What follows belongs to an exercise in optimizing a design on an open flow for small area; a production flow would make more cautious choices.
RTL that was checked went through simulation tests only; none was proved equivalent to the original.
Power is estimated from default activity; no workload was simulated.

==> flow/design.v (excerpt) <==
module dd_top (
	input wire logic clk_i,
	input wire logic rst_rd_flag1,
	input wire logic [4-1:0] rxd_ena_i,
	input wire logic [4*13-1:0] fifo_usedw_i,
	input wire logic [4*32-1:0] fifo_rd_data_i,
	output logic [4-1:0] fifo_rd_req_o,
	input wire logic [4*25-1:0] clr_usedw_i,
	output logic [4*25-1:0] ddr_usedw_o,
	output logic [31:0] fdma_waddr_o,
	output logic [15:0] fdma_wsize_o,
	output logic fdma_wareq_o,
	input wire logic fdma_wbusy_i,
	output logic [31:0] fdma_wdata_o,
	input wire logic fdma_wvalid_i
);
Size in the first run: about 1,200 cells after synthesis, roughly 220 flip-flops, ~470 I/O pins.
Settings: LEC_CHECK=0, CAP_MARGIN=20, CORE_MARGIN=2, CORE_UTILIZATION=40, SLEW_MARGIN=20, SYNTH_HIERARCHICAL=1; clock period 6.0 ns.
standard.sh (not shown) runs the stock make flow with config.mk's settings and CLKGATE_MAP_FILE= SYNTH_SCRIPT=/design/flow/synth_recipe.tcl, a recipe that flattens the netlist after the stock synthesis.
==> flow/flow/run.sh <==
#!/bin/bash
# Standard ORFS layout with two changes: the port buffers use the smallest
# buffer cell, and clock tree synthesis uses larger sink clusters without
# dummy loads.
set -euo pipefail
bash standard.sh \
  'BUFFER_PORTS_ARGS=-buffer_cell sky130_fd_sc_hd__buf_1' \
  'CTS_ARGS=-sink_clustering_enable -repair_clock_nets -buf_list sky130_fd_sc_hd__clkbuf_4 -sink_clustering_size 10 -sink_clustering_max_diameter 50 -dont_use_dummy_load' \
  finish > standard_make.log 2>&1
Rerun with:
--- a/flow/design.v
+++ b/flow/design.v
@@ -171,74 +171,76 @@
 		end
 		assign P[24] = u[24] ^ nclr[24];
 		assign K[25] = 1'b0;
 		assign s0[0] = ~(P[0] ^ nclr[0]);
 		assign rc[1] = P[0] | nclr[0];
 		dd_fa u_fa1 (.a(P[1]), .b(nclr[1]), .ci(rc[1]), .s(s0[1]), .co(rc[2]));
 		dd_ha u_ha2 (.a(P[2]), .b(rc[2]), .s(s0[2]), .co(rc[3]));
 		dd_fa u_fa3 (.a(P[3]), .b(K[3]), .ci(rc[3]), .s(s0[3]), .co(rc[4]));
 		dd_fa u_fa4 (.a(P[4]), .b(K[4]), .ci(rc[4]), .s(s0[4]), .co(rc[5]));
 		dd_fa u_fa5 (.a(P[5]), .b(K[5]), .ci(rc[5]), .s(s0[5]), .co(rc[6]));
 		dd_fa u_fa6 (.a(P[6]), .b(K[6]), .ci(rc[6]), .s(s0[6]), .co(rc[7]));
-		dd_fa u_fa7 (.a(P[7]), .b(K[7]), .ci(rc[7]), .s(s0[7]), .co(rc[8]));
-		dd_ha u_ha8 (.a(P[8]), .b(K[8]), .s(s0[8]), .co(rc[9]));
+		dd_ha u_ha7 (.a(P[7]), .b(K[7]), .s(s0[7]), .co(rc[8]));
+		dd_fa u_fa8 (.a(P[8]), .b(K[8]), .ci(rc[8]), .s(s0[8]), .co(rc[9]));
 		dd_fa u_fa9 (.a(P[9]), .b(K[9]), .ci(rc[9]), .s(s0[9]), .co(rc[10]));
 		dd_fa u_fa10 (.a(P[10]), .b(K[10]), .ci(rc[10]), .s(s0[10]), .co(rc[11]));
 		dd_fa u_fa11 (.a(P[11]), .b(K[11]), .ci(rc[11]), .s(s0[11]), .co(rc[12]));
 		dd_fa u_fa12 (.a(P[12]), .b(K[12]), .ci(rc[12]), .s(s0[12]), .co(rc[13]));
-		dd_fa u_fa13 (.a(P[13]), .b(K[13]), .ci(rc[13]), .s(s0[13]), .co(rc[14]));
-		dd_ha u_ha14 (.a(P[14]), .b(K[14]), .s(s0[14]), .co(rc[15]));
+		dd_ha u_ha13 (.a(P[13]), .b(K[13]), .s(s0[13]), .co(rc[14]));
+		dd_fa u_fa14 (.a(P[14]), .b(K[14]), .ci(rc[14]), .s(s0[14]), .co(rc[15]));
 		dd_fa u_fa15 (.a(P[15]), .b(K[15]), .ci(rc[15]), .s(s0[15]), .co(rc[16]));
 		dd_fa u_fa16 (.a(P[16]), .b(K[16]), .ci(rc[16]), .s(s0[16]), .co(rc[17]));
 		dd_fa u_fa17 (.a(P[17]), .b(K[17]), .ci(rc[17]), .s(s0[17]), .co(rc[18]));
 		dd_fa u_fa18 (.a(P[18]), .b(K[18]), .ci(rc[18]), .s(s0[18]), .co(rc[19]));
-		dd_fa u_fa19 (.a(P[19]), .b(K[19]), .ci(rc[19]), .s(s0[19]), .co(rc[20]));
-		dd_ha u_ha20 (.a(P[20]), .b(K[20]), .s(s0[20]), .co(rc[21]));
+		dd_ha u_ha19 (.a(P[19]), .b(K[19]), .s(s0[19]), .co(rc[20]));
+		dd_fa u_fa20 (.a(P[20]), .b(K[20]), .ci(rc[20]), .s(s0[20]), .co(rc[21]));
 		dd_fa u_fa21 (.a(P[21]), .b(K[21]), .ci(rc[21]), .s(s0[21]), .co(rc[22]));
 		dd_fa u_fa22 (.a(P[22]), .b(K[22]), .ci(rc[22]), .s(s0[22]), .co(rc[23]));
 		dd_fa u_fa23 (.a(P[23]), .b(K[23]), .ci(rc[23]), .s(s0[23]), .co(rc[24]));
 		dd_fa u_fa24 (.a(P[24]), .b(K[24]), .ci(rc[24]), .s(s0[24]), .co(rc[25]));
 		logic [4:0] cy;
 		always_comb begin
 			logic ao;
-			x[7:0] = s0[7:0];
-			cy[1] = rc[8];
+			x[6:0] = s0[6:0];
+			cy[1] = rc[7];
 			ao = 1'b1;
+			x[7] = s0[7] ^ (cy[1] & ao);
+			ao = ao & s0[7];
 			x[8] = s0[8] ^ (cy[1] & ao);
 			ao = ao & s0[8];
 			x[9] = s0[9] ^ (cy[1] & ao);
 			ao = ao & s0[9];
 			x[10] = s0[10] ^ (cy[1] & ao);
 			ao = ao & s0[10];
 			x[11] = s0[11] ^ (cy[1] & ao);
 			ao = ao & s0[11];
 			x[12] = s0[12] ^ (cy[1] & ao);
 			ao = ao & s0[12];
-			x[13] = s0[13] ^ (cy[1] & ao);
+			cy[2] = rc[13] | (cy[1] & ao);
+			ao = 1'b1;
+			x[13] = s0[13] ^ (cy[2] & ao);
 			ao = ao & s0[13];
-			cy[2] = rc[14] | (cy[1] & ao);
-			ao = 1'b1;
 			x[14] = s0[14] ^ (cy[2] & ao);
 			ao = ao & s0[14];
 			x[15] = s0[15] ^ (cy[2] & ao);
 			ao = ao & s0[15];
 			x[16] = s0[16] ^ (cy[2] & ao);
 			ao = ao & s0[16];
 			x[17] = s0[17] ^ (cy[2] & ao);
 			ao = ao & s0[17];
 			x[18] = s0[18] ^ (cy[2] & ao);
 			ao = ao & s0[18];
-			x[19] = s0[19] ^ (cy[2] & ao);
+			cy[3] = rc[19] | (cy[2] & ao);
+			ao = 1'b1;
+			x[19] = s0[19] ^ (cy[3] & ao);
 			ao = ao & s0[19];
-			cy[3] = rc[20] | (cy[2] & ao);
-			ao = 1'b1;
 			x[20] = s0[20] ^ (cy[3] & ao);
 			ao = ao & s0[20];
 			x[21] = s0[21] ^ (cy[3] & ao);
 			ao = ao & s0[21];
 			x[22] = s0[22] ^ (cy[3] & ao);
 			ao = ao & s0[22];
 			x[23] = s0[23] ^ (cy[3] & ao);
 			ao = ao & s0[23];
 			x[24] = s0[24] ^ (cy[3] & ao);
 			ao = ao & s0[24];
 			cy[4] = rc[25] | (cy[3] & ao);
Outcome:
- core utilization came out lower by 0.17 points
- clock skew came out lower by 22 ps
- synthesized cell count came out higher by 0.68%
- cell area barely changes
- final cell count does not change
- first-iteration DRC count came out lower by 3.4%
- worst setup slack gets better by 280 ps
- via count is about the same
- register-to-register slack gets better by 220 ps
- flip-flop and latch count stays the same
- combinational power came out higher by about 3%
No functional check of the RTL was part of the second run of this note.

## afterwards: timing with drivers on the ports
Ports are ideal in the flow. The routed layouts listed here were re-timed in OpenROAD.
Step 1: set_driving_cell puts a clkbuf_16 on clk_i and a buf_2 on each other input, an assumption about the parent block.
Step 2 times the ports against the registers' clock, not the clock port: input delays grow and output delays shrink by t, the midpoint of the rising clock arrivals with the driver on.
Slacks: ideal / step 1 / step 2; pairs: ideal / step 1.
run | shift t [ns] | slack for setup (ns) | latest minus earliest clock arrival (ns) | slew at the worst register clock pin (ns)
the first run | 0.635 | 0.532 / 0.514 / -0.121 | 0.082 / 0.082 | 0.11 / 0.11
the second run | 0.719 | 0.807 / 0.804 / 0.085 | 0.060 / 0.060 | 0.12 / 0.12
Met with ideal ports but missed after step 2: setup timing in the first run. The setup slack of the second run, which loses most, moves by -0.003 ns with the drivers and by -0.722 ns with both steps.
